From an optimization exercise on the open Yosys and OpenROAD flow, aimed at small area, a short achievable clock period and few clock cycles per item; shortcuts taken in it are not production practice.
At most, simulation tests tie the RTL to the original design; equivalence was not proved.
Only the layout flow was run in runs 5 and 6; the RTL was not checked for function there.

**design/flow/flow/margin.txt**
```
5.3
```
**design/flow/constraint.sdc**
```tcl
create_clock -name core_clock -period 10.0 [get_ports {clk}]
set_input_delay 2.0000 -clock core_clock [delete_from_list [all_inputs] [get_ports {clk}]]
set_output_delay 2.0000 -clock core_clock [all_outputs]
set_load 0.01 [all_outputs]
```
**design/flow/flow/run.sh**
```bash
#!/bin/bash
set -euo pipefail
MARGIN=$(cat flow/margin.txt)
export BUFFER_PORTS_ARGS="-buffer_cell sky130_fd_sc_hd__buf_1"
sed "s/\"\\\${@:-finish}\"/SETUP_SLACK_MARGIN=${MARGIN} \"\${@:-finish}\"/" standard.sh > standard_margin.sh
grep -q "SETUP_SLACK_MARGIN=${MARGIN}" standard_margin.sh
bash standard_margin.sh > flow_make.log 2>&1
```
**design/flow/design.v**
```verilog
`default_nettype none
package dtip_pkg;
	localparam logic [3:0] C_MINUS = 4'b1010;
	localparam logic [3:0] C_PLUS  = 4'b1011;
	localparam logic [3:0] C_E     = 4'b1100;
	localparam logic [3:0] C_OTHER = 4'b1111;
	localparam logic [2:0] PH_SIGN       = 3'd0;
	localparam logic [2:0] PH_DIGITS     = 3'd1;
	localparam logic [2:0] PH_EXP_SIGN   = 3'd2;
	localparam logic [2:0] PH_EXP_DIGITS = 3'd3;
	localparam logic [2:0] PH_STOP       = 3'd4;
endpackage
`default_nettype wire
`default_nettype none
module decimal_text_to_int_parser (
	input  wire logic  clk,
	input  wire logic  arst_n,
	input  wire logic  cfg_we,
	input  wire logic  cfg_wdata,
	input  wire logic        in_valid,
	output logic             in_ready,
	input  wire logic [7:0]  in_char,
	input  wire logic        in_last,
	output logic             out_valid,
	input  wire logic        out_ready,
	output logic [31:0]      out_value
);
	logic       av_q, bv_q;      
	logic       al_q, bl_q;
	logic [3:0] ac_q, bc_q;
	logic       rdy_q;
	logic [3:0] in_code;
	logic       accept;
	always_comb begin
		if (in_char[7:4] == 4'h3 && in_char[3:0] <= 4'd9)
			in_code = in_char[3:0];
		else if (in_char == 8'h2D)
			in_code = dtip_pkg::C_MINUS;
		else if (in_char == 8'h2B)
			in_code = dtip_pkg::C_PLUS;
		else if (in_char == 8'h45)
			in_code = dtip_pkg::C_E;
		else
			in_code = dtip_pkg::C_OTHER;
	end
	assign in_ready = rdy_q;
	assign accept   = in_valid && rdy_q;
	logic        exp_en_q;
	logic        fresh_q;    
	logic [2:0]  phase_q;    
	logic        neg_q;
	logic        sat_q;
	logic [3:0]  exp_q;      
	logic        eneg_q;
	logic [3:0]  nsig_q;     
	logic        mval_q;     
	logic        negm_q;     
	logic [31:0] mag_q;      
	logic        scale_q;
	logic        dec_q;      
	logic        all9_q;
	logic        ov_q;
	logic        neg_e;
	assign neg_e = neg_q && !fresh_q;
	logic        is_dig, is_minus, is_plus, is_e;
	logic [3:0]  d;
	assign d        = ac_q;
	assign is_dig   = !(ac_q[3] && (ac_q[2] || ac_q[1]));
	assign is_minus = (ac_q == dtip_pkg::C_MINUS);
	assign is_plus  = (ac_q == dtip_pkg::C_PLUS);
	assign is_e     = (ac_q == dtip_pkg::C_E);
	logic [4:0]  dd;         
	logic [30:0] x;
	logic [29:0] t;          
	logic [30:0] m;          
	always_comb begin
		if (scale_q)
			dd = neg_q ? 5'd9 : 5'd0;
		else if (!negm_q)
			dd = {1'b0, d};
		else if (!mval_q)
			dd = {1'b0, d} - 5'd1;
		else
			dd = {1'b0, d} + 5'd9;
	end
	assign x = mag_q[30:0];
	assign t = x[29:0] + {x[27:0], 2'b00} + {26'd0, dd[4:1]};
	assign m = {t, dd[0]};
	logic gt_k, eq_k, eq_k1, d_ge8, ovf_dig, ovf_scl;
	assign gt_k    = (x > 31'd214748364);
	assign eq_k    = (x == 31'd214748364);
	assign eq_k1   = (x == 31'd214748363);
	assign d_ge8   = d[3];
	assign ovf_scl = gt_k || (neg_q && eq_k);
	assign ovf_dig = mval_q && (gt_k || (negm_q ? (eq_k || (eq_k1 && d_ge8)) : (eq_k && d_ge8)));
	logic        take_mant, take_exp, mant_dig, exp_dig, ovf;
	logic [2:0]  phase_nx;
	logic        neg_nx, eneg_nx;
	logic [3:0]  exp_nx, nsig_nx;
	assign take_mant = ((phase_q == dtip_pkg::PH_SIGN) && !is_minus && !is_plus) ||
		(phase_q == dtip_pkg::PH_DIGITS);
	assign take_exp  = ((phase_q == dtip_pkg::PH_EXP_SIGN) && !is_minus && !is_plus) ||
		(phase_q == dtip_pkg::PH_EXP_DIGITS);
	assign mant_dig  = take_mant && is_dig;
	assign exp_dig   = take_exp && is_dig;
	assign ovf       = mant_dig && ovf_dig;
	always_comb begin
		phase_nx = phase_q;
		neg_nx   = neg_e;
		exp_nx   = exp_q;
		eneg_nx  = eneg_q;
		nsig_nx  = nsig_q;
		if (phase_q == dtip_pkg::PH_SIGN && is_minus) begin
			neg_nx = !neg_e;
		end else if (phase_q == dtip_pkg::PH_EXP_SIGN && is_minus) begin
			eneg_nx  = 1'b1;
			phase_nx = dtip_pkg::PH_EXP_DIGITS;
		end else if (phase_q == dtip_pkg::PH_EXP_SIGN && is_plus) begin
			phase_nx = dtip_pkg::PH_EXP_DIGITS;
		end else if (take_mant) begin
			if (is_dig) begin
				phase_nx = ovf_dig ? dtip_pkg::PH_STOP : dtip_pkg::PH_DIGITS;
				if (nsig_q != 4'd0 || d != 4'd0)
					nsig_nx = nsig_q + 4'd1;
			end else if (is_e && exp_en_q && !al_q) begin
				phase_nx = dtip_pkg::PH_EXP_SIGN;
			end else begin
				phase_nx = dtip_pkg::PH_STOP;
			end
		end else if (take_exp) begin
			if (is_dig) begin
				phase_nx = dtip_pkg::PH_EXP_DIGITS;
				exp_nx   = (exp_q != 4'd0) ? 4'd10 : d;
			end else begin
				phase_nx = dtip_pkg::PH_STOP;
			end
		end
	end
	logic [3:0] ef;
	logic [4:0] sum_ne;
	logic       d_scale, d_sat, d_zero;
	assign ef      = exp_dig ? ((exp_q != 4'd0) ? 4'd10 : d) : exp_q;
	assign sum_ne  = {1'b0, nsig_q} + {1'b0, ef};
	assign d_scale = !mant_dig && ef != 4'd0 && nsig_q != 4'd0 &&
		(eneg_q ? (ef < nsig_q) : (sum_ne <= 5'd10));
	assign d_sat   = ovf || sat_q ||
		(!mant_dig && !eneg_q && ef != 4'd0 && nsig_q != 4'd0 && sum_ne >= 5'd11);
	assign d_zero  = (nsig_nx == 4'd0) || (!mant_dig && eneg_q && ef != 4'd0 && ef >= nsig_q);
	logic [1:0] chunk;
	logic [7:0] dq;
	logic [3:0] dr;
	assign chunk = phase_q[1:0];
	always_comb begin
		logic q;
		dr = (chunk == 2'd0) ? 4'd0 : nsig_q;
		for (int i = 7; i >= 0; i--) begin
			q     = dr[3] || (dr[2] && (dr[1] || dr[0]));
			dq[i] = q;
			dr    = {q ? (dr[3] && dr[0]) : dr[2],
				q ? (dr[3] ? !dr[0] : (dr[1] && dr[0])) : dr[1],
				dr[0] ^ q,
				mag_q[24 + i]};
		end
	end
	logic [7:0] wd;
	always_comb begin
		logic lz;
		lz = ((chunk == 2'd3) || !(|mag_q[23:16])) && (chunk[1] || !(|mag_q[15:8])) &&
			(chunk[1] || chunk[0] || !(|mag_q[7:0]));
		for (int i = 0; i < 8; i++) begin
			wd[i] = mag_q[24 + i] ^ lz;
			lz    = lz && !mag_q[24 + i];
		end
	end
	assign out_value = mag_q ^ {32{neg_q}};
	assign out_valid = ov_q;
	logic last9, scale_end, take, take_last;
	assign last9     = (dr == 4'd9);
	assign scale_end = scale_q && (!eneg_q ? (ovf_scl || exp_q == 4'd1) :
		(chunk == 2'd3 && (dec_q || (exp_q == 4'd1 && !(neg_q && !(all9_q && last9))))));
	assign take      = av_q && !scale_q && (!ov_q || out_ready);
	assign take_last = take && al_q;
	logic scale_nx, fresh_nx;
	assign scale_nx = take ? (al_q && d_scale) : (scale_q && !scale_end);
	assign fresh_nx = take ? al_q : fresh_q;
	always_ff @(posedge clk or negedge arst_n) begin
		if (!arst_n) begin
			av_q     <= 1'b0;
			bv_q     <= 1'b0;
			rdy_q    <= 1'b1;
			exp_en_q <= 1'b0;
			fresh_q  <= 1'b1;
			scale_q  <= 1'b0;
			ov_q     <= 1'b0;
			mval_q   <= 1'b0;
			negm_q   <= 1'b0;
			phase_q  <= dtip_pkg::PH_SIGN;
			sat_q    <= 1'b0;
			exp_q    <= 4'd0;
			eneg_q   <= 1'b0;
			nsig_q   <= 4'd0;
		end else begin
			if (take) begin
				av_q  <= bv_q || accept;
				bv_q  <= bv_q && accept;
				rdy_q <= 1'b1;
			end else begin
				av_q  <= av_q || accept;
				bv_q  <= bv_q || (av_q && accept);
				rdy_q <= !(av_q && (bv_q || accept));
			end
			if (cfg_we)
				exp_en_q <= cfg_wdata;
			fresh_q <= fresh_nx;
			scale_q <= scale_nx;
			ov_q    <= (take_last && !d_scale) || scale_end || (ov_q && !out_ready);
			if (take) begin
				mval_q <= !al_q && nsig_nx != 4'd0;
				negm_q <= !al_q && neg_nx;
				if (al_q) begin
					phase_q <= dtip_pkg::PH_SIGN;
					sat_q   <= 1'b0;
					nsig_q  <= 4'd0;
					if (d_scale) begin
						mval_q <= 1'b1;
						exp_q  <= ef;
						eneg_q <= eneg_q;
					end else begin
						exp_q  <= 4'd0;
						eneg_q <= 1'b0;
					end
				end else begin
					phase_q <= phase_nx;
					sat_q   <= sat_q || ovf;
					exp_q   <= exp_nx;
					eneg_q  <= eneg_nx;
					nsig_q  <= nsig_nx;
				end
			end else if (scale_q) begin
				if (scale_end) begin
					mval_q  <= 1'b0;
					phase_q <= dtip_pkg::PH_SIGN;
					exp_q   <= 4'd0;
					eneg_q  <= 1'b0;
					nsig_q  <= 4'd0;
				end else if (!eneg_q) begin
					exp_q <= exp_q - 4'd1;
				end else begin
					phase_q <= {1'b0, chunk + 2'd1};
					nsig_q  <= dr;
					if (chunk == 2'd3 && !dec_q)
						exp_q <= exp_q - 4'd1;
				end
			end
		end
	end
	always_ff @(posedge clk) begin
		if (take && bv_q) begin
			ac_q <= bc_q;
			al_q <= bl_q;
		end else if (take || !av_q) begin
			ac_q <= in_code;
			al_q <= in_last;
		end
		if (accept) begin
			bc_q <= in_code;
			bl_q <= in_last;
		end
		if (take) begin
			neg_q  <= neg_nx;
			dec_q  <= 1'b0;
			all9_q <= 1'b1;
			if (al_q && d_sat)
				mag_q <= {1'b0, {31{1'b1}}};
			else if (al_q && d_zero)
				mag_q <= {32{neg_nx}};
			else if (mant_dig)
				mag_q <= mval_q ? {1'b0, m} : {27'd0, dd};
		end else if (scale_q) begin
			if (!eneg_q) begin
				mag_q <= ovf_scl ? {1'b0, {31{1'b1}}} : {1'b0, m};
			end else begin
				mag_q <= {mag_q[23:0], dec_q ? wd : dq};
				if (chunk == 2'd3 && !dec_q) begin
					all9_q <= all9_q && last9;
					dec_q  <= (exp_q == 4'd1);
				end
			end
		end
	end
endmodule
`default_nettype wire
```
**design/flow/config.mk**
```make
export PLATFORM = sky130hd
export DESIGN_NAME = decimal_text_to_int_parser
export DESIGN_NICKNAME = decimal_text_to_int_parser
export VERILOG_FILES = /design/flow/design.v
export SDC_FILE = /design/flow/constraint.sdc
export NUM_CORES = 4
export LEC_CHECK = 0
export CAP_MARGIN = 20
export CORE_MARGIN = 2
export CORE_UTILIZATION = 40
export CTS_BUF_LIST = sky130_fd_sc_hd__clkbuf_2 sky130_fd_sc_hd__clkbuf_4 sky130_fd_sc_hd__clkbuf_8
export SLEW_MARGIN = 20
```
**design/flow/standard.sh**
```bash
#!/bin/bash
# synth_recipe.tcl (not shown) runs the flow's synth.tcl, then flattens the netlist and writes it again
# the make line also repeats each setting of config.mk as NAME=value (left out here)
make -C /OpenROAD-flow-scripts/flow DESIGN_CONFIG=/design/flow/config.mk WORK_HOME=/design/flow/orfs CLKGATE_MAP_FILE= SYNTH_SCRIPT=/design/flow/synth_recipe.tcl "${@:-finish}"
```
==> impl_metrics.tcl, run 1 <==
set metrics [dict create \
    numCtsBuffers 9 \
    place_hpwl_um 15300 \
    relSlewSlack 0.417 \
    crit_arrival_ns 4.66 \
    maxCapViolCount 0 \
    syn_inst 917 \
    setup_slack_ns 5.45 \
    path_clk_slew_ns 0.09 \
    dp_slack_ns 4.56 \
    cts_root_buf "clkbuf_8" \
    fp.dieW_um 143 \
    wl_met2_um 9700 \
    ff2ff_setup_slack_ns 5.45 \
    rows 50 \
    startpoint_type "register" \
    place_area_mm2 0.00801 \
    stdcell_area_mm2 0.00858 \
    overflow 0 \
    slew_violations 0 \
    core-area_mm2 0.0188 \
    wl_per_cell_um 17.9 \
    htreeDepth 3 \
    groute.usage.overall 0.211 \
    path_max_fanout 4 \
    synth_common_cells "a21oi_1, nor2_1, ha_1, nand2_1" \
    cts_sinks 67 \
    drt-total-wl_um 21500 \
    wl_met3_um 971 \
    vias 7081 \
    dr.pass1.iters 5 \
    antenna_found_initial 0 \
    yosysSeqAreaShare 0.245 \
    met1_length_um 10500 \
    synth_area_leaders "edfxtp_1, ha_1, a21oi_1, dfrtp_1, xor2_1" \
    async_flop_share 0.328 \
    hold_path_class "register to register" \
    synth_cell_type_count 95 \
    insertion_delay_ns 0.37 \
    cts_tree "yes" \
    hold_viol_final 0 \
    fin_nets 1065 \
    tightest_slew_ns 0.874 \
    fillerInstances 1879 \
    io_buffer_count 48 \
    synth_area_mm2 0.00770 \
    setup_violations 0 \
    syn_nets 1018 \
    top_layer "met4" \
    synth_warnings 1 \
    start_util 0.410 \
    dieArea_mm2 0.0204 \
    fp.dieH_um 143 \
    post-synth-top-area-cell "edfxtp_1" \
    timing.fmax_mhz 220 \
    whs_ns 0.479 \
    synth_seq_cells 67 \
    synth_area_per_cell_um2 8.39 \
    ant_nets 0 \
    end_kind "register" \
    period_needed_ns 4.55 \
    finalSetupTns_ns 0 \
    synth_top_area_frac 0.168 \
    yosysMostFrequentCell "a21oi_1" \
    rsz0062_at_grt "true" \
    syn_to_final_growth_pct 11.4 \
    pin_count 49 \
    diodes 0 \
    drcViolationCount 0 \
    place_congestion 0.899 \
    grt_pass1_vias 6626 \
    viasPerCell 5.89 \
    grt_max_degree 35 \
    clockBufferDepth 2 \
    cp_data_required_time_ns 10.11 \
    critPathKind "register to register" \
    drt_iter0_markers 609 \
    synth_edf_count 43 \
    drive_gt1_frac 0.130 \
    synth_flop_cell "edfxtp_1" \
    outcome "complete, no violations" \
    skew_ns 0.0174 \
    grt_pass1_wl_um 34700 \
    final.period_utilization 0.455 \
]
## cell families after synthesis
group,after synthesis,synth area share
DFF,67,0.245
and+or+nand+nor,301,0.207
AOI/OAI and AO/OA,289,0.245
buffers and inverters,83,0.0452
xor gates and xnor gates,73,0.0883
adders and majority gates,87,0.146
muxes,17,0.0236
## final cells by class
| cell class | count | area (um^2) | share of cell area |
|---|---|---|---|
| timing repair buffer | 78 | 409 | 0.0477 |
| clock inverter | 7 | 109 | 0.0127 |
| clock buffer | 9 | 124 | 0.0144 |
| multi-input combinational | 767 | 5600 | 0.653 |
| tap | 234 | 293 | 0.0341 |
| sequential | 67 | 1890 | 0.220 |
| inverter | 41 | 156 | 0.0182 |
## cell usage in the layout (no fill, tap or decap), types with 5 or more instances in the layout
master | Yosys | routed
nand3_1 | 28 | 28
o31ai_1 | 6 | 5
o21ai_1 | 8 | 8
or3_1 | 5 | 5
a21oi_2 | 0 | 5
nor3b_1 | 10 | 9
o211ai_1 | 8 | 8
o22ai_1 | 12 | 12
nor2b_1 | 8 | 8
xor2_1 | 45 | 45
buf_4 | 1 | 29
a31oi_1 | 8 | 6
nand2_1 | 68 | 66
dfrtp_1 | 20 | 19
or2_2 | 7 | 6
and3_1 | 5 | 5
inv_1 | 35 | 33
o21ai_0 | 45 | 41
nor4_1 | 10 | 10
edfxtp_1 | 43 | 43
o21a_1 | 8 | 8
o21ai_2 | 1 | 5
a21oi_1 | 102 | 97
nand4_1 | 6 | 6
nand2b_1 | 12 | 12
buf_1 | 4 | 48
mux2_2 | 9 | 9
a211oi_1 | 13 | 12
ha_1 | 81 | 80
xnor2_1 | 25 | 24
mux2i_1 | 8 | 7
nor2_1 | 88 | 88
clkbuf_8 | 0 | 9
nor3_1 | 18 | 18
a21o_1 | 21 | 21
## per-stage QoR
step / std cells / util
final: 1203 / 0.457
after global routing: 1203 / 0.457
after CTS: 1190 / 0.448
after detailed placement: 1160 / 0.427
after global placement: 1160 / 0.427
after floorplan: 917 / -
## path summary, 6_finish.rpt
path,startpoint,endpoint,cells past startpoint
max,ac_q[1]$_DFFE_PP_,mag_q[30]$_DFFE_PP_,19
min,fresh_q$_DFFE_PN1P_,fresh_q$_DFFE_PN1P_,2
max reg2reg,ac_q[1]$_DFFE_PP_,mag_q[30]$_DFFE_PP_,19
min reg2reg,fresh_q$_DFFE_PN1P_,fresh_q$_DFFE_PN1P_,2
max in group asynchronous,arst_n,rdy_q$_DFF_PN1_,2
min in group asynchronous,arst_n,nsig_q[0]$_DFFE_PN0P_,2
## flip-flops by register name, indices dropped and copies added, names as in the netlist, 3 cells and up
| register | flops |
|---|---|
| bc_q | 4 |
| nsig_q | 4 |
| mag_q | 32 |
| ac_q | 4 |
| exp_q | 4 |
| phase_q | 3 |
## what timing repair did
item                                    4_1_cts  5_1_grt
endpoints found under the setup margin       24       63
pin swaps                                    10       25
resized for setup                            16       22
buffers inserted                             14       13
hold buffers                                  0        0
## metal layers
metal / vias to the layer above / global-route usage
li1: 3489 / -
met1: 3374 / 0.312
met2: 192 / 0.336
met3: 26 / 0.0181
met4: 0 / 0.0464
met5: - / 0
## critical path, cell delays in order (launching register included)
cell,delay (ns)
edfxtp_1,0.45
ha_1,0.30
a21o_1,0.17
a21oi_2,0.14
xor2_1,0.18
mux2i_2,0.12
fa_1,0.59
inv_2,0.05
fa_2,0.34
a21o_1,0.17
a21oi_2,0.17
o21bai_2,0.11
a31oi_2,0.21
a21o_1,0.20
o21ai_2,0.09
a211o_1,0.33
a221oi_2,0.26
and4b_1,0.24
a21oi_2,0.10
a31oi_1,0.08
Testbench counts, summed over its fixed seeds: cycles 15,027, strings 2,400.
==> run 2, diff against run 1 <==
--- a/design/flow/config.mk
+++ b/design/flow/config.mk
@@ -7,6 +7,6 @@
 export LEC_CHECK = 0
 export CAP_MARGIN = 20
 export CORE_MARGIN = 2
-export CORE_UTILIZATION = 40
+export CORE_UTILIZATION = 50
 export CTS_BUF_LIST = sky130_fd_sc_hd__clkbuf_2 sky130_fd_sc_hd__clkbuf_4 sky130_fd_sc_hd__clkbuf_8
 export SLEW_MARGIN = 20
==> run 2 against run 1 <==
- utilization is 10 points higher
- still clean on timing, DRC and antenna
- setup slack worse by 0.059 ns
- clock skew is 0.0024 ns higher
==> impl_metrics.tcl, run 2 <==
set metrics [dict create \
    post-synth-top-area-cell "edfxtp_1" \
    place_congestion 0.939 \
    dp_cells 1115 \
    hold_viol_final 0 \
    synth_cell_type_count 95 \
    yosysSeqAreaShare 0.245 \
    tightest_slew_ns 0.808 \
    crit_arrival_ns 4.73 \
    setup_violations 0 \
    fin_cells 1153 \
    overflow 0 \
    largest_reg_flops 32 \
    ant_nets 0 \
    finalSetupTns_ns 0 \
    dp_slack_ns 4.49 \
    grt_max_degree 36 \
    cts_hold_buf 0 \
    synth_edf_count 43 \
    io_buffer_count 48 \
    setup_slack_ns 5.39 \
    hold_path_class "register to register" \
    crit_cells 20 \
    critPathMaxStageDelay_ns 0.53 \
    vias 7259 \
    pin_count 49 \
    drt-total-wl_um 22200 \
    grt_pass1_vias 6770 \
    period_needed_ns 4.61 \
    syn_inst 917 \
    synth_seq_cells 67 \
    synth_area_mm2 0.00770 \
    drive_gt1_frac 0.123 \
    cts_root_buf "clkbuf_8" \
    syn_nets 1018 \
    core-area_mm2 0.0151 \
    grt_pass1_wl_um 35400 \
    slew_violations 0 \
    layout_commonest_cell "a21oi_1" \
    fillerInstances 1467 \
    async_flop_share 0.328 \
    cts_tree "yes" \
    rows 45 \
    worstPathCellList "inv_4 -> ha_1 -> a21o_1 -> a21oi_2 -> xor2_1 -> mux2i_1 -> fa_1 -> inv_1 -> fa_2 -> a21o_1 -> a21oi_2 -> o21bai_1 -> a31oi_1 -> a21o_1 -> o21ai_2 -> a211o_1 -> a221oi_2 -> and4b_1 -> a21oi_2 -> a31oi_1" \
    relSlewSlack 0.457 \
    utilization 0.559 \
    mostFrequentLayoutCells "a21oi_1, nor2_1, ha_1" \
    insertion_delay_ns 0.38 \
    whs_ns 0.473 \
    synth_area_per_cell_um2 8.39 \
    timing.rr.end "mag_q[30]$_DFFE_PP_" \
    syn_to_final_growth_pct 10.0 \
    yosysMostFrequentCell "a21oi_1" \
    fin_nets 1061 \
    ff2ff_setup_slack_ns 5.39 \
    crit_end "mag_q[30]$_DFFE_PP_" \
    final.period_utilization 0.461 \
    timing.fmax_mhz 217 \
    numCtsBuffers 9 \
    groute.usage.overall 0.271 \
    synth_top_area_frac 0.168 \
    outcome "complete, no violations" \
    critPathKind "register to register" \
    dr.pass1.iters 6 \
    diodes 0 \
    cp_data_required_time_ns 10.12 \
    largest-register "mag_q" \
    synth_flop_cell "edfxtp_1" \
    path_clk_slew_ns 0.10 \
    drt_iter0_markers 573 \
    rsz0062_at_grt "true" \
    startpoint_type "register" \
    synth_area_leaders "edfxtp_1, ha_1, a21oi_1, dfrtp_1, xor2_1" \
    skew_ns 0.0198 \
    start_util 0.508 \
    path_max_fanout 5 \
    synth_warnings 1 \
    hold_path_depth 1 \
    fp.dieH_um 128 \
    slowest_stage "fa_1" \
    crit_family "compound AO/OA/AOI/OAI gates" \
    maxCapViolCount 0 \
    drcViolationCount 0 \
    dieArea_mm2 0.0164 \
    synth_common_cells "a21oi_1, nor2_1, ha_1, nand2_1" \
    fp.dieW_um 128 \
    reg2regPathDepth 20 \
    wl_per_cell_um 19.2 \
    crit_start "mval_q$_DFFE_PN0P_" \
    place_hpwl_um 16000 \
    cp_num_buf_inv 2 \
    clockBufferDepth 2 \
    antenna_found_initial 0 \
    end_kind "register" \
    viasPerCell 6.30 \
    cts_sinks 67 \
    htreeDepth 3 \
    reg2reg_from "mval_q$_DFFE_PN0P_" \
]
## run 2: how the worst min path moves through the flow
stage	to	slack, ns	startpoint
floorplan	fresh_q$_DFFE_PN1P_	0.44	fresh_q$_DFFE_PN1P_
global placement	rdy_q$_DFF_PN1_	0.45	bv_q$_DFF_PN0_
detailed placement	rdy_q$_DFF_PN1_	0.46	bv_q$_DFF_PN0_
CTS	rdy_q$_DFF_PN1_	0.48	bv_q$_DFF_PN0_
global route	rdy_q$_DFF_PN1_	0.51	bv_q$_DFF_PN0_
finish	rdy_q$_DFF_PN1_	0.47	bv_q$_DFF_PN0_
## run 2: what timing repair did
| item | in CTS | in global routing |
|---|---|---|
| setup endpoints to repair | 24 | 60 |
| pin swaps | 11 | 12 |
| cloned | 0 | 0 |
| endpoints found under the hold margin | 0 | 0 |
| buffers inserted | 11 | 11 |
| gates resized for setup | 20 | 13 |
## run 2: routing by layer
| metal | global-route usage | vias up | routed length [um] |
|---|---|---|---|
| met1 | 0.391 | 3502 | 10500 |
| met5 | 0 | - | 0 |
| li1 | - | 3488 | - |
| met4 | 0.0705 | 0 | 405 |
| met2 | 0.430 | 234 | 10100 |
| met3 | 0.0359 | 35 | 1170 |
## run 2: worst reg2reg max path: cells and delay by family, from the launching register on
kind | cells | cell delay (ns)
AOI/OAI and AO/OA | 12 | 2.12
xor gates and xnor gates | 1 | 0.16
adders and majority gates | 3 | 1.11
buffers and inverters | 2 | 0.16
DFF | 1 | 0.44
muxes | 1 | 0.11
and+or+nand+nor | 1 | 0.24
## run 2: stage by stage
stage	instance area, um^2
final	8470
after global routing	8470
after CTS	8340
after detailed placement	7960
after global placement	7960
after floorplan	7710
## run 2: area by class of cell
cell class	count	area [um^2]	area share
Tap cell	188	235	0.0278
Clock buffer	9	124	0.0146
Timing Repair Buffer	74	379	0.0448
Sequential cell	67	1890	0.223
Inverter	41	156	0.0185
Clock inverter	7	106	0.0126
Multi-Input combinational cell	767	5580	0.659
## run 2: cell families (layout without fill, tap and decap cells)
| logic type | after synthesis | in the layout | share of synthesized area |
|---|---|---|---|
| AO/OA/AOI/OAI | 289 | 289 | 0.245 |
| XOR/XNOR | 73 | 73 | 0.0883 |
| adder cells (fa/ha/maj) | 87 | 87 | 0.146 |
| buffers and inverters | 83 | 131 | 0.0452 |
| flip-flops | 67 | 67 | 0.245 |
| multiplexers | 17 | 17 | 0.0236 |
| AND/OR/NAND/NOR | 301 | 301 | 0.207 |
==> run 3, diff against run 2 <==
--- a/design/flow/config.mk
+++ b/design/flow/config.mk
@@ -7,6 +7,6 @@
 export LEC_CHECK = 0
 export CAP_MARGIN = 20
 export CORE_MARGIN = 2
-export CORE_UTILIZATION = 50
+export CORE_UTILIZATION = 20
 export CTS_BUF_LIST = sky130_fd_sc_hd__clkbuf_2 sky130_fd_sc_hd__clkbuf_4 sky130_fd_sc_hd__clkbuf_8
 export SLEW_MARGIN = 20
==> run 3 against run 2 <==
- still clean
- routed wire length rose by 4.4%
- final cell count increased by 28%
- cell area is 5.3% higher
- die area is 140% higher
- maximum frequency increased by 0.65%
- flip-flop and latch count did not move
- critical path type unchanged
- highest routed layer unchanged
==> impl_metrics.tcl, run 3 <==
set metrics [dict create \
    outcome "complete, no violations" \
    syn_inst 917 \
    clockBufferDepth 2 \
    layout_commonest_cell "a21oi_1" \
    synth_area_per_cell_um2 8.39 \
    period_needed_ns 4.58 \
    numCtsBuffers 9 \
    place_congestion 0.896 \
    critPathMaxStageDelay_ns 0.54 \
    whs_ns 0.482 \
    post-synth-top-area-cell "edfxtp_1" \
    antenna_found_initial 0 \
    syn_nets 1018 \
    synth_top_area_frac 0.168 \
    cts_sinks 67 \
    wl_met2_um 11100 \
    reg2reg_from "ac_q[1]$_DFFE_PP_" \
    drt-total-wl_um 23100 \
    rows 71 \
    syn_to_final_growth_pct 15.9 \
    mostFrequentLayoutCells "a21oi_1, nor2_1, ha_1" \
    drcViolationCount 0 \
    dp_slack_ns 4.59 \
    grt_pass1_vias 7005 \
    hp-start "fresh_q$_DFFE_PN1P_" \
    insertion_delay_ns 0.38 \
    timing.fmax_mhz 218 \
    cts_root_buf "clkbuf_8" \
    end_kind "register" \
    drive_gt1_frac 0.124 \
    crit_start "ac_q[1]$_DFFE_PP_" \
    rsz0062_at_grt "true" \
    path_max_fanout 3 \
    drt_iter0_markers 461 \
    start_util 0.204 \
    grt_pass1_wl_um 36900 \
    yosysSeqAreaShare 0.245 \
    cp_num_buf_inv 1 \
    synth_warnings 1 \
    setup_violations 0 \
    synth_area_mm2 0.00770 \
    synth_seq_cells 67 \
    maxCapViolCount 0 \
    hold_viol_final 0 \
    ant_nets 0 \
    synth_area_leaders "edfxtp_1, ha_1, a21oi_1, dfrtp_1, xor2_1" \
    skew_ns 0.0139 \
    tightest_slew_ns 1.02 \
    cts_tree "yes" \
    crit_family "compound AO/OA/AOI/OAI gates" \
    fin_nets 1060 \
    synth_common_cells "a21oi_1, nor2_1, ha_1, nand2_1" \
    slew_violations 0 \
    groute.usage.overall 0.112 \
    synth_edf_count 43 \
    final.period_utilization 0.458 \
    startpoint_type "register" \
    hold_path_class "register to register" \
    finalSetupTns_ns 0 \
    async_flop_share 0.328 \
    setup_slack_ns 5.42 \
    largest_reg_flops 32 \
    io_buffer_count 48 \
    path_clk_slew_ns 0.08 \
    largest-register "mag_q" \
    wl_per_cell_um 15.7 \
    slowest_stage "fa_1" \
    overflow 0 \
    core-area_mm2 0.0378 \
    viasPerCell 4.81 \
    critPathKind "register to register" \
    dr.pass1.iters 7 \
    wl_met3_um 655 \
    cp_data_required_time_ns 10.11 \
    place_hpwl_um 16600 \
    synth_flop_cell "edfxtp_1" \
    crit_arrival_ns 4.69 \
    htreeDepth 3 \
    met1_length_um 10600 \
    yosysMostFrequentCell "a21oi_1" \
    fillerInstances 4091 \
    fp.dieH_um 200 \
    top_layer "met4" \
    grt_max_degree 36 \
    synth_cell_type_count 95 \
    diodes 0 \
    relSlewSlack 0.315 \
    dieArea_mm2 0.0401 \
    fp.dieW_um 200 \
    worstPathCellList "ha_1 -> a21o_1 -> a21oi_2 -> xor2_1 -> mux2i_1 -> fa_1 -> inv_2 -> fa_2 -> a21o_1 -> a21oi_2 -> o21bai_2 -> a31oi_2 -> a21o_1 -> o21ai_2 -> a211o_1 -> a221oi_4 -> and4b_1 -> a21oi_2 -> a31oi_1" \
    vias 7093 \
    pin_count 49 \
]
run 3: repair_timing:
item	in CTS	in global routing
gates cloned	0	1
setup buffers	12	9
pin swaps	15	24
endpoints found under the setup margin	23	60
resized for setup	19	20
hold endpoints to repair	0	0
hold buffers	0	0
run 3: final cells by class:
| type | instances | area [um^2] | share of cell area |
|---|---|---|---|
| Timing Repair Buffer | 72 | 364 | 0.0408 |
| Multi-Input combinational cell | 768 | 5620 | 0.629 |
| Tap cell | 511 | 639 | 0.0716 |
| Inverter | 41 | 154 | 0.0172 |
| Sequential cell | 67 | 1890 | 0.211 |
| Clock inverter | 7 | 140 | 0.0157 |
| Clock buffer | 9 | 124 | 0.0139 |
run 3: kinds of logic (layout without fill, tap and decap cells):
group / Yosys count / count (layout) / synth area share
mux: 17 / 17 / 0.0236
compound gates: 289 / 289 / 0.245
xor+xnor: 73 / 73 / 0.0883
simple gates: 301 / 302 / 0.207
flops: 67 / 67 / 0.245
fa+ha+maj: 87 / 87 / 0.146
buf+inv: 83 / 129 / 0.0452
run 3: stage by stage:
stage | util | area, um^2 | std cells
2_1_floorplan | - | 7710 | 917
3_3_place_gp | 0.221 | 8350 | 1437
3_5_place_dp | 0.221 | 8350 | 1437
4_1_cts | 0.232 | 8770 | 1465
5_1_grt | 0.236 | 8920 | 1475
6_report | 0.236 | 8920 | 1475
run 3: path summary, 6_finish.rpt:
kind                                        end  slack [ns]  cells after the start
max                         mag_q[30]$_DFFE_PP_        5.42                     19
min                         fresh_q$_DFFE_PN1P_        0.48                      2
max reg2reg                 mag_q[30]$_DFFE_PP_        5.42                     19
min reg2reg                 fresh_q$_DFFE_PN1P_        0.48                      2
max in group asynchronous   fresh_q$_DFFE_PN1P_        8.09                      2
min in group asynchronous  exp_en_q$_DFFE_PN0P_        1.60                      2
run 3: worst min-delay path: stages, from the launching register on:
cell	delay [ns]
dfstp_2	0.39
nand2_1	0.05
nand2_1	0.05
run 3: layer usage:
metal / GRT usage / vias to the layer above
li1: - / 3470
met1: 0.143 / 3430
met2: 0.189 / 146
met3: 0.0137 / 47
met4: 0.0522 / 0
met5: 0 / -
==> run 4, diff against run 3 <==
--- a/design/flow/config.mk
+++ b/design/flow/config.mk
@@ -7,6 +7,6 @@
 export LEC_CHECK = 0
 export CAP_MARGIN = 20
 export CORE_MARGIN = 2
-export CORE_UTILIZATION = 20
+export CORE_UTILIZATION = 30
 export CTS_BUF_LIST = sky130_fd_sc_hd__clkbuf_2 sky130_fd_sc_hd__clkbuf_4 sky130_fd_sc_hd__clkbuf_8
 export SLEW_MARGIN = 20
==> run 4 against run 3 <==
- highest routed layer unchanged
- maximum frequency hardly changed
- still clean
- cell area fell by 4.0%
==> impl_metrics.tcl, run 4 <==
set metrics [dict create \
    overflow 0 \
    pin_count 49 \
    dieArea_mm2 0.0270 \
    synth_area_leaders "edfxtp_1, ha_1, a21oi_1, dfrtp_1, xor2_1" \
    rsz0062_at_grt "true" \
    dr.pass1.iters 5 \
    fp.dieH_um 164 \
    post-synth-top-area-cell "edfxtp_1" \
    syn_nets 1018 \
    cp_data_required_time_ns 10.12 \
    synth_compound_area_frac 0.245 \
    relSlewSlack 0.387 \
    synth_area_per_cell_um2 8.39 \
    drcViolationCount 0 \
    layout_commonest_cell "a21oi_1" \
    fin_nets 1054 \
    core-area_mm2 0.0252 \
    syn_to_final_growth_pct 11.3 \
    timing.fmax_mhz 218 \
    synth_common_cells "a21oi_1, nor2_1, ha_1, nand2_1" \
    timing.rr.end "mag_q[30]$_DFFE_PP_" \
    period_needed_ns 4.58 \
    slew_violations 0 \
    diodes 0 \
    maxCapViolCount 0 \
    place_congestion 0.908 \
    reg2regPathDepth 19 \
    grt_pass1_wl_um 34900 \
    whs_ns 0.478 \
    synth_area_mm2 0.00770 \
    reg2reg_from "mval_q$_DFFE_PN0P_" \
    grt_max_degree 35 \
    yosysMostFrequentCell "a21oi_1" \
    vias 7078 \
    critPathKind "register to register" \
    crit_arrival_ns 4.70 \
    antenna_found_initial 0 \
    rows 58 \
    io_buffer_count 48 \
    outcome "complete, no violations" \
    syn_inst 917 \
    synth_xor_area_frac 0.0883 \
    synth_edf_count 43 \
    yosysSeqAreaShare 0.245 \
    synthAdderAreaFrac 0.146 \
    hold_viol_final 0 \
    tightest_slew_ns 0.917 \
    htreeDepth 3 \
    ff2ff_setup_slack_ns 5.42 \
    synth_flop_cell "edfxtp_1" \
    final.period_utilization 0.458 \
    viasPerCell 5.50 \
    hold_path_class "register to register" \
    hp-start "fresh_q$_DFFE_PN1P_" \
    numCtsBuffers 9 \
    hold_end "fresh_q$_DFFE_PN1P_" \
    synth_mux_area_frac 0.0236 \
    start_util 0.306 \
    skew_ns 0.0111 \
    path_clk_slew_ns 0.08 \
    synth_seq_cells 67 \
    end_kind "register" \
    cts_root_buf "clkbuf_8" \
    post_synth_and_or_nand_nor_area_fraction 0.207 \
    synth_top_area_frac 0.168 \
    drt-total-wl_um 21900 \
    clockBufferDepth 2 \
    synth_cell_type_count 95 \
    largest_reg_flops 32 \
    finalSetupTns_ns 0 \
    mostFrequentLayoutCells "a21oi_1, nor2_1, ha_1" \
    insertion_delay_ns 0.37 \
    cts_tree "yes" \
    groute.usage.overall 0.162 \
    async_flop_share 0.328 \
    largest-register "mag_q" \
    place_hpwl_um 15900 \
    synth_top_family_by_area "compound AO/OA/AOI/OAI gates" \
    grt_pass1_vias 6557 \
    drt_iter0_markers 495 \
    hold_path_depth 2 \
    wl_per_cell_um 17.0 \
    synth_warnings 1 \
    ant_nets 0 \
    fp.dieW_um 164 \
    path_max_fanout 3 \
    startpoint_type "register" \
    setup_violations 0 \
    drive_gt1_frac 0.116 \
    cts_sinks 67 \
]
==> run 4: cell count changes in the layout (fill, tap and decap cells not counted), moves of 2 or more <==
| cell | delta |
|---|---|
| o21ai_1 | -2 |
| buf_4 | -4 |
| o21ai_0 | +2 |
| bufinv_16 | -3 |
| clkbuf_8 | +2 |
| clkinv_2 | +2 |
==> run 4: worst max-delay path: stages (launching register included) <==
cell      delay (ns)
dfrtp_2         0.43
buf_4           0.15
fa_2            0.34
nor2b_1         0.12
nor3_1          0.06
xnor2_1         0.16
nor3b_2         0.28
fa_1            0.45
ha_1            0.35
a21o_1          0.18
a21oi_2         0.18
o21bai_2        0.09
a31oi_2         0.21
a21o_1          0.19
o21ai_2         0.08
a211o_1         0.33
a221oi_2        0.26
and4b_1         0.24
a21oi_2         0.13
a31oi_1         0.09
==> run 4: through the flow <==
stage | utilization | setup slack, ns | instances | cell area (um^2)
floorplan | - | 5.34 | 917 | 7710
global placement | 0.323 | 4.51 | 1256 | 8130
detailed placement | 0.323 | 4.52 | 1256 | 8130
CTS | 0.336 | 5.29 | 1281 | 8460
global route | 0.340 | 5.18 | 1288 | 8570
finish | 0.340 | 5.42 | 1288 | 8570
==> run 4: logic make-up after synthesis <==
| logic type | count (synthesis) |
|---|---|
| multiplexers | 17 |
| AO/OA/AOI/OAI | 289 |
| buffers and inverters | 83 |
| XOR/XNOR | 73 |
| adder cells (fa/ha/maj) | 87 |
| flip-flops | 67 |
| AND/OR/NAND/NOR | 301 |
==> run 4: final cells by class <==
cell class                 instances  area (um^2)
sequential                        67         1890
tap                              330          413
multi-input combinational        767         5580
fill                            2641        16600
inverter                          41          156
timing repair buffer              67          323
clock inverter                     4         48.8
clock buffer                      12          159
==> run 4: what timing repair did <==
item | in CTS | in global routing
resized for setup | 17 | 16
setup endpoints to repair | 23 | 65
pin swaps | 8 | 12
buffers inserted | 9 | 7
hold buffers | 0 | 0
==> run 4: worst max path at each step <==
stage	startpoint	end	slack, ns	depth (start not counted)
floorplan	mval_q$_DFFE_PN0P_	mag_q[30]$_DFFE_PP_	5.34	21
global placement	ac_q[0]$_DFFE_PP_	mag_q[29]$_DFFE_PP_	4.51	18
detailed placement	ac_q[0]$_DFFE_PP_	mag_q[29]$_DFFE_PP_	4.52	18
CTS	phase_q[1]$_DFFE_PN0P_	mag_q[29]$_DFFE_PP_	5.29	16
global route	ac_q[1]$_DFFE_PP_	mag_q[29]$_DFFE_PP_	5.18	19
finish	mval_q$_DFFE_PN0P_	mag_q[30]$_DFFE_PP_	5.42	19
==> run 4: routing by layer <==
metal	GRT usage	vias up	part of all wire
met3	0.0207	29	0.047
li1	-	3481	-
met1	0.222	3393	0.47
met5	0	-	0
met4	0.0451	0	0.018
met2	0.268	175	0.47
==> run 5, diff against run 4 <==
--- a/design/flow/design.v
+++ b/design/flow/design.v
@@ -54,7 +54,9 @@
 	logic        eneg_q;
 	logic [3:0]  nsig_q;     
 	logic        mval_q;     
-	logic        negm_q;     
+	logic [1:0]  ddm_q;      
+	logic        negm;       
+	assign negm = ddm_q[1] ^ ddm_q[0];
 	logic [31:0] mag_q;      
 	logic        scale_q;
 	logic        dec_q;      
@@ -74,14 +76,12 @@
 	logic [29:0] t;          
 	logic [30:0] m;          
 	always_comb begin
-		if (scale_q)
-			dd = neg_q ? 5'd9 : 5'd0;
-		else if (!negm_q)
-			dd = {1'b0, d};
-		else if (!mval_q)
-			dd = {1'b0, d} - 5'd1;
-		else
-			dd = {1'b0, d} + 5'd9;
+		case (ddm_q)
+			2'd0:    dd = {1'b0, d};
+			2'd1:    dd = {1'b0, d - 4'd1};
+			2'd2:    dd = {1'b0, d} + 5'd9;
+			default: dd = neg_q ? 5'd9 : 5'd0;
+		endcase
 	end
 	assign x = mag_q[30:0];
 	assign t = x[29:0] + {x[27:0], 2'b00} + {26'd0, dd[4:1]};
@@ -92,7 +92,7 @@
 	assign eq_k1   = (x == 31'd214748363);
 	assign d_ge8   = d[3];
 	assign ovf_scl = gt_k || (neg_q && eq_k);
-	assign ovf_dig = mval_q && (gt_k || (negm_q ? (eq_k || (eq_k1 && d_ge8)) : (eq_k && d_ge8)));
+	assign ovf_dig = mval_q && (gt_k || (negm ? (eq_k || (eq_k1 && d_ge8)) : (eq_k && d_ge8)));
 	logic        take_mant, take_exp, mant_dig, exp_dig, ovf;
 	logic [2:0]  phase_nx;
 	logic        neg_nx, eneg_nx;
@@ -193,7 +193,7 @@
 			scale_q  <= 1'b0;
 			ov_q     <= 1'b0;
 			mval_q   <= 1'b0;
-			negm_q   <= 1'b0;
+			ddm_q    <= 2'd0;
 			phase_q  <= dtip_pkg::PH_SIGN;
 			sat_q    <= 1'b0;
 			exp_q    <= 4'd0;
@@ -216,7 +216,8 @@
 			ov_q    <= (take_last && !d_scale) || scale_end || (ov_q && !out_ready);
 			if (take) begin
 				mval_q <= !al_q && nsig_nx != 4'd0;
-				negm_q <= !al_q && neg_nx;
+				ddm_q  <= al_q ? (d_scale ? 2'd3 : 2'd0) :
+					(neg_nx ? ((nsig_nx != 4'd0) ? 2'd2 : 2'd1) : 2'd0);
 				if (al_q) begin
 					phase_q <= dtip_pkg::PH_SIGN;
 					sat_q   <= 1'b0;
@@ -239,6 +240,7 @@
 			end else if (scale_q) begin
 				if (scale_end) begin
 					mval_q  <= 1'b0;
+					ddm_q   <= 2'd0;
 					phase_q <= dtip_pkg::PH_SIGN;
 					exp_q   <= 4'd0;
 					eneg_q  <= 1'b0;
--- a/design/flow/config.mk
+++ b/design/flow/config.mk
@@ -7,6 +7,6 @@
 export LEC_CHECK = 0
 export CAP_MARGIN = 20
 export CORE_MARGIN = 2
-export CORE_UTILIZATION = 30
+export CORE_UTILIZATION = 40
 export CTS_BUF_LIST = sky130_fd_sc_hd__clkbuf_2 sky130_fd_sc_hd__clkbuf_4 sky130_fd_sc_hd__clkbuf_8
 export SLEW_MARGIN = 20
==> run 5 against run 4 <==
- still clean on timing, DRC and antenna
- worst hold slack lost 0.018 ns
- via count grew 6.0%
- final cell count shrank 1.3%
- routed wire length grew 6.2%
- maximum frequency shrank 5.9%
- register-to-register slack lost 0.29 ns
- critical path depth is the same
- sequential share of layout area shrank 0.50 points
==> impl_metrics.tcl, run 5 <==
set metrics [dict create \
    hold_path_class "register to register" \
    synth_area_per_cell_um2 8.27 \
    antenna_found_initial 0 \
    htreeDepth 3 \
    overflow 0 \
    synth_edf_count 43 \
    path_clk_slew_ns 0.10 \
    drt-total-wl_um 23300 \
    cts_tree "yes" \
    slowest_stage "fa_1" \
    synth_top_area_frac 0.162 \
    fp.dieH_um 145 \
    hold_viol_final 0 \
    crit_arrival_ns 4.99 \
    regArea_mm2 0.00191 \
    drive_gt1_frac 0.123 \
    syn_nets 1069 \
    maxCapViolCount 0 \
    pin_count 49 \
    reg2reg_from "ddm_q[0]$_DFFE_PN0P_" \
    critPathKind "register to register" \
    cts_root_buf "clkbuf_8" \
    synth_common_cells "a21oi_1, nand2_1, nor2_1, ha_1, o21ai_0" \
    cts_sinks 68 \
    syn_inst 964 \
    clockBufferDepth 2 \
    rows 51 \
    grt_pass1_wl_um 36600 \
    synth_seq_cells 68 \
    path_max_fanout 7 \
    wl_per_cell_um 18.3 \
    synth_flop_cell "edfxtp_1" \
    period_needed_ns 4.86 \
    numCtsBuffers 9 \
    critPathMaxStageDelay_ns 0.50 \
    diodes 0 \
    drcViolationCount 0 \
    dieArea_mm2 0.0211 \
    groute.usage.overall 0.212 \
    rsz0062_at_grt "true" \
    yosysSeqAreaShare 0.240 \
    mostFrequentLayoutCells "nand2_1, nor2_1, a21oi_1" \
    syn_to_final_growth_pct 11.4 \
    ff2ff_setup_slack_ns 5.14 \
    final.period_utilization 0.486 \
    worstPathCellList "buf_4 -> ha_4 -> a31oi_1 -> o21ai_1 -> o21ai_2 -> o21ai_2 -> fa_1 -> fa_2 -> a21o_1 -> a211o_1 -> a2111o_1 -> a2111oi_4 -> o21ai_2 -> a21oi_2 -> buf_4 -> nand2b_1 -> a21oi_2 -> xor2_1 -> a21oi_1" \
    insertion_delay_ns 0.39 \
    crit_start "ddm_q[0]$_DFFE_PN0P_" \
    synth_area_mm2 0.00797 \
    place_congestion 0.930 \
    grt_pass1_vias 6747 \
    crit_top_cell "o21ai_2" \
    startpoint_type "register" \
    layout_commonest_cell "nand2_1" \
    fillerInstances 1975 \
    vias 7506 \
    synth_area_leaders "edfxtp_1, ha_1, dfrtp_1, a21oi_1, xor2_1" \
    viasPerCell 5.91 \
    multi_input_area_mm2 0.00592 \
    skew_ns 0.0217 \
    end_kind "register" \
    outcome "complete, no violations" \
    timing.rr.end "mag_q[28]$_DFFE_PP_" \
    start_util 0.408 \
    ant_nets 0 \
    relSlewSlack 0.401 \
    timing.fmax_mhz 206 \
    reg2regPathDepth 19 \
    crit_end "mag_q[28]$_DFFE_PP_" \
    synth_warnings 1 \
    dp_cells 1236 \
    cp_data_required_time_ns 10.12 \
    finalSetupTns_ns 0 \
    largest-register "mag_q" \
    async_flop_share 0.338 \
    slew_violations 0 \
    hold_path_depth 1 \
    post-synth-top-area-cell "edfxtp_1" \
    fp.dieW_um 145 \
    drt_iter0_markers 716 \
    core-area_mm2 0.0195 \
    fin_nets 1106 \
    tightest_slew_ns 0.896 \
    synth_cell_type_count 101 \
    largest_reg_flops 32 \
    setup_violations 0 \
    grt_max_degree 37 \
    io_buffer_count 48 \
    fin_cells 1271 \
    dr.pass1.iters 5 \
    place_hpwl_um 16600 \
]
run 5: changes by cell type in the layout (fill, tap and decap cells not counted), sizes merged, moves of 6 or more:
cell    delta
mux2i      -6
inv        +6
o21ai     +13
nand2     +20
a221oi     +8
a21oi     -12
run 5: cells by family (layout without fill, tap and decap cells):
logic type / Yosys count / in the layout / share of synthesized area
AOI/OAI and AO/OA: 321 / 322 / 0.277
buffers and inverters: 92 / 133 / 0.0483
xor gates and xnor gates: 68 / 68 / 0.0747
DFF: 68 / 68 / 0.240
muxes: 11 / 11 / 0.0152
and+or+nand+nor: 311 / 311 / 0.196
adders and majority gates: 93 / 93 / 0.149
run 5: cell type report:
type | count | area share
clock inverters | 7 | 0.00761
well taps | 265 | 0.0373
inverters | 46 | 0.0197
multi-input cells | 805 | 0.667
clock buffers | 9 | 0.0139
repair buffers | 71 | 0.0397
flip-flops and latches | 68 | 0.215
run 5: through the flow:
stage / instance area [um^2] / hold slack [ns] / util / setup WS, ns
3_5_place_dp: 8350 / 0.439 / 0.427 / 4.71
3_3_place_gp: 8350 / 0.438 / 0.427 / 4.76
5_1_grt: 8880 / 0.460 / 0.455 / 4.92
2_1_floorplan: 8000 / 0.426 / - / 5.30
4_1_cts: 8660 / 0.459 / 0.443 / 5.22
6_report: 8880 / 0.461 / 0.455 / 5.14
run 5: worst min path at each step:
| stage | slack (ns) | endpoint | startpoint |
|---|---|---|---|
| floorplan | 0.43 | all9_q$_SDFFE_PP1P_ | all9_q$_SDFFE_PP1P_ |
| global placement | 0.44 | all9_q$_SDFFE_PP1P_ | all9_q$_SDFFE_PP1P_ |
| detailed placement | 0.44 | all9_q$_SDFFE_PP1P_ | all9_q$_SDFFE_PP1P_ |
| CTS | 0.46 | all9_q$_SDFFE_PP1P_ | all9_q$_SDFFE_PP1P_ |
| global route | 0.46 | all9_q$_SDFFE_PP1P_ | all9_q$_SDFFE_PP1P_ |
| finish | 0.46 | all9_q$_SDFFE_PP1P_ | all9_q$_SDFFE_PP1P_ |
run 5: routing by layer:
metal	share of wire	track usage	vias up
li1	-	-	3670
met1	0.47	0.312	3561
met2	0.45	0.322	242
met3	0.064	0.0352	33
met4	0.016	0.0529	0
met5	0	0	-
run 5: worst max-delay path: cells and delay by family (launching register included):
kind	cells	cell delay, ns
AND/OR/NAND/NOR	1	0.06
flip-flops	1	0.45
adder cells (fa/ha/maj)	3	1.10
XOR/XNOR	1	0.17
AO/OA/AOI/OAI	12	2.54
buffers and inverters	2	0.29
run 5: repair_timing:
item | 4_1_cts | 5_1_grt
setup buffers | 6 | 12
hold buffers | 0 | 0
gates cloned | 0 | 1
gates resized for setup | 23 | 32
endpoints found under the setup margin | 22 | 68
pin swaps | 8 | 20
==> run 6, diff against run 5 <==
--- a/design/flow/design.v
+++ b/design/flow/design.v
@@ -256,6 +256,27 @@
 			end
 		end
 	end
+	logic [31:0] mag_d;
+	logic        mag_we;
+	always_comb begin
+		if (scale_q) begin
+			if (eneg_q)
+				mag_d = {mag_q[23:0], dec_q ? wd : dq};
+			else
+				mag_d = ovf_scl ? {1'b0, {31{1'b1}}} : {1'b0, m};
+		end else if (al_q && d_sat) begin
+			mag_d = {1'b0, {31{1'b1}}};
+		end else if (al_q && d_zero) begin
+			mag_d = {32{neg_nx}};
+		end else begin
+			mag_d = mval_q ? {1'b0, m} : {27'd0, dd};
+		end
+	end
+	assign mag_we = scale_q || (take && (mant_dig || (al_q && (d_sat || d_zero))));
+	always_ff @(posedge clk) begin
+		if (mag_we)
+			mag_q <= mag_d;
+	end
 	always_ff @(posedge clk) begin
 		if (take && bv_q) begin
 			ac_q <= bc_q;
@@ -272,17 +293,8 @@
 			neg_q  <= neg_nx;
 			dec_q  <= 1'b0;
 			all9_q <= 1'b1;
-			if (al_q && d_sat)
-				mag_q <= {1'b0, {31{1'b1}}};
-			else if (al_q && d_zero)
-				mag_q <= {32{neg_nx}};
-			else if (mant_dig)
-				mag_q <= mval_q ? {1'b0, m} : {27'd0, dd};
 		end else if (scale_q) begin
-			if (!eneg_q) begin
-				mag_q <= ovf_scl ? {1'b0, {31{1'b1}}} : {1'b0, m};
-			end else begin
-				mag_q <= {mag_q[23:0], dec_q ? wd : dq};
+			if (eneg_q) begin
 				if (chunk == 2'd3 && !dec_q) begin
 					all9_q <= all9_q && last9;
 					dec_q  <= (exp_q == 4'd1);
==> design/flow/run.sh (new file) <==
#!/bin/bash
# synth_recipe.tcl (not shown) runs the flow's synth.tcl, then flattens the netlist and writes it again
# the make line also repeats each setting of config.mk as NAME=value (left out here)
make -C /OpenROAD-flow-scripts/flow DESIGN_CONFIG=/design/flow/config.mk WORK_HOME=/design/flow/orfs CLKGATE_MAP_FILE= SYNTH_SCRIPT=/design/flow/synth_recipe.tcl finish
--- a/design/flow/config.mk
+++ b/design/flow/config.mk
@@ -8,5 +8,5 @@
 export CAP_MARGIN = 20
 export CORE_MARGIN = 2
 export CORE_UTILIZATION = 40
-export CTS_BUF_LIST = sky130_fd_sc_hd__clkbuf_2 sky130_fd_sc_hd__clkbuf_4 sky130_fd_sc_hd__clkbuf_8
+export SETUP_SLACK_MARGIN = 5
 export SLEW_MARGIN = 20
removed: design/flow/flow/run.sh
removed: design/flow/flow/margin.txt
removed: design/flow/standard.sh
==> run 6 against run 5 <==
- still clean
- largest cell class unchanged
- cell area increased by 5.6%
- non-clock buffer count decreased by 8
- critical endpoint is now mag_q[30]$_DFFE_PP_
- clock-buffer cell count increased by 2
- flip-flop and latch count unchanged
- die area increased by 4.7%
==> impl_metrics.tcl, run 6 <==
set metrics [dict create \
    yosysMostFrequentCell "nand2_1" \
    post-synth-top-area-cell "edfxtp_1" \
    synth_edf_count 43 \
    clockBufferDepth 2 \
    largest-register "mag_q" \
    grt_pass1_vias 7457 \
    maxCapViolCount 0 \
    synth_common_cells "nand2_1, ha_1, a21oi_1, nor2_1, o21ai_0" \
    outcome "complete, no violations" \
    overflow 0 \
    fp.dieH_um 149 \
    synth_flop_cell "edfxtp_1" \
    synth_seq_cells 68 \
    place_hpwl_um 18300 \
    path_clk_slew_ns 0.06 \
    syn_to_final_growth_pct 12.3 \
    numCtsBuffers 9 \
    end_kind "register" \
    diodes 0 \
    fin_nets 1138 \
    utilization 0.461 \
    fp.dieW_um 149 \
    stdcell_area_mm2 0.00938 \
    groute.usage.overall 0.228 \
    cts_root_buf "clkbuf_16" \
    fillerInstances 2017 \
    io_buffer_count 48 \
    cts_sinks 68 \
    cts_tree "yes" \
    pin_count 49 \
    hold_path_class "register to register" \
    wl_met3_um 1590 \
    startpoint_type "register" \
    vias 8076 \
    rows 52 \
    cp_data_required_time_ns 10.09 \
    drcViolationCount 0 \
    dp_cells 1284 \
    viasPerCell 6.17 \
    layout_commonest_cell "nand2_1" \
    critPathKind "register to register" \
    core-area_mm2 0.0204 \
    dr.pass1.iters 5 \
    htreeDepth 3 \
    syn_nets 1113 \
    timing.fmax_mhz 212 \
    rsz0062_at_grt "true" \
    mostFrequentLayoutCells "nand2_1, ha_1, a21oi_1" \
    setup_violations 0 \
    tightest_slew_ns 1.11 \
    drive_gt1_frac 0.0857 \
    synth_area_per_cell_um2 8.29 \
    wl_met2_um 11400 \
    place_area_mm2 0.00894 \
    fin_cells 1308 \
    skew_ns 0.00803 \
    top_layer "met4" \
    wl_per_cell_um 19.3 \
    synth_area_leaders "edfxtp_1, ha_1, dfrtp_1, a21oi_1, xor2_1" \
    antenna_found_initial 0 \
    hold_viol_final 0 \
    met1_length_um 11700 \
    yosysSeqAreaShare 0.229 \
    slew_violations 0 \
    ant_nets 0 \
    path_max_fanout 7 \
    drt-total-wl_um 25200 \
    largest_reg_flops 32 \
    synth_warnings 1 \
    insertion_delay_ns 0.34 \
    drt_iter0_markers 726 \
    final.period_utilization 0.471 \
    place_congestion 0.917 \
    period_needed_ns 4.71 \
    finalSetupTns_ns 0 \
    crit_arrival_ns 4.80 \
    start_util 0.410 \
    dieArea_mm2 0.0221 \
    syn_inst 1008 \
    synth_area_mm2 0.00835 \
    async_flop_share 0.338 \
    synth_cell_type_count 106 \
    synth_top_area_frac 0.155 \
    grt_max_degree 51 \
    relSlewSlack 0.254 \
    grt_pass1_wl_um 40400 \
]
-- run 6: cell count changes in the layout (fill, tap and decap cells not counted), sizes merged, moves of 5 or more --
cell and delta:
nor2 -18, a21o -8, o22ai +12, nand2b +5, a211oi +21, nor4 +6
clkdlybuf4s50 +48, buf -56, inv -5, o21ai +10, a21oi -6, a31oi +8
nand3 +11
-- run 6: critical path, cell delays in order (launching register included) --
cell and delay (ns):
edfxtp_1 0.44, inv_1 0.13, ha_1 0.24, nor2_1 0.18, o21ai_0 0.16, a21oi_1 0.28
nand2_1 0.17, nand2_1 0.11, o21ai_0 0.17, ha_1 0.41, a21oi_1 0.08, or3b_2 0.46
a311o_1 0.35, a41oi_1 0.21, o21ai_1 0.19, a211oi_4 0.30, buf_4 0.15, a21o_1 0.17
inv_1 0.06, o22a_1 0.20
-- run 6: what timing repair did --
item / CTS / global route
pin swaps: 1 / 3
endpoints found under the setup margin: 4 / 48
hold buffers: 0 / 0
resized for setup: 2 / 14
buffers inserted: 1 / 7
-- run 6: worst paths after layout --
kind / slack, ns / startpoint / to / depth (start not counted)
worst max-delay path: 5.29 / ac_q[0]$_DFFE_PP_ / mag_q[30]$_DFFE_PP_ / 19
worst min-delay path: 0.44 / all9_q$_SDFFE_PP1P_ / all9_q$_SDFFE_PP1P_ / 2
worst max register to register: 5.29 / ac_q[0]$_DFFE_PP_ / mag_q[30]$_DFFE_PP_ / 19
worst min register to register: 0.44 / all9_q$_SDFFE_PP1P_ / all9_q$_SDFFE_PP1P_ / 2
max in group asynchronous: 7.66 / arst_n / fresh_q$_DFFE_PN1P_ / 2
min in group asynchronous: 2.03 / arst_n / exp_q[2]$_DFFE_PN0P_ / 2
-- run 6: per-layer routing --
| layer | vias up | global-route usage |
|---|---|---|
| li1 | 3883 | - |
| met3 | 39 | 0.0380 |
| met2 | 282 | 0.359 |
| met4 | 0 | 0.0624 |
| met5 | - | 0 |
| met1 | 3872 | 0.323 |
-- run 6: kinds of logic (layout without fill, tap and decap cells) --
family | Yosys count | count (layout) | synth area share
xor+xnor | 67 | 67 | 0.0711
buf+inv | 92 | 122 | 0.0554
flops | 68 | 68 | 0.229
simple gates | 315 | 315 | 0.194
mux | 15 | 15 | 0.0198
compound gates | 360 | 360 | 0.292
fa+ha+maj | 91 | 91 | 0.140
-- run 6: per-stage QoR --
stage	setup WS, ns	hold WS, ns
after floorplan	5.46	0.414
final	5.29	0.440
after detailed placement	4.89	0.433
after global routing	4.98	0.467
after global placement	4.87	0.426
after CTS	5.00	0.442
-- run 6: area by class of cell --
| type | instances | area [um^2] | share of cell area |
|---|---|---|---|
| clock buffer | 11 | 233 | 0.0248 |
| clock inverter | 5 | 100 | 0.0107 |
| inverter | 43 | 161 | 0.0172 |
| multi-input combinational | 848 | 6040 | 0.644 |
| sequential | 68 | 1910 | 0.204 |
| tap | 270 | 338 | 0.0360 |
| timing repair buffer | 63 | 593 | 0.0632 |

re-timing with driven ports:
The results above use ideal ports. As a check the final layouts listed here were re-extracted and re-timed, cells and wires unchanged.
Step 1: set_driving_cell puts a clkbuf_16 on clk and a buf_2 on each other input, an assumption about the parent block.
Step 2 moves the port delays by t, midway between the first and last clock arrival at a register: inputs arrive t later, outputs are due t later. That takes back most of the time a late clock gives input paths.
a / b / c = ideal / step 1 / step 2; a / b = the first two.
run | t (ns) | setup slack, ns | worst register clock-pin slew, ns | worst slew at a driven data input, ns
run 1 | 0.397 | 5.449 / 5.449 / 5.263 | 0.09 / 0.09 | 0.03
run 2 | 0.407 | 5.390 / 5.390 / 5.347 | 0.10 / 0.10 | 0.03
run 3 | 0.415 | 5.420 / 5.419 / 5.038 | 0.09 / 0.09 | 0.04
run 4 | 0.405 | 5.423 / 5.423 / 5.244 | 0.08 / 0.08 | 0.03
run 5 | 0.417 | 5.135 / 5.135 / 5.123 | 0.10 / 0.10 | 0.03
run 6 | 0.382 | 5.286 / 5.286 / 5.200 | 0.06 / 0.06 | 0.04
After both steps every run listed still meets setup and hold. The setup slack of run 3, which loses most, moves by -0.001 ns with the drivers and by -0.382 ns with both steps.
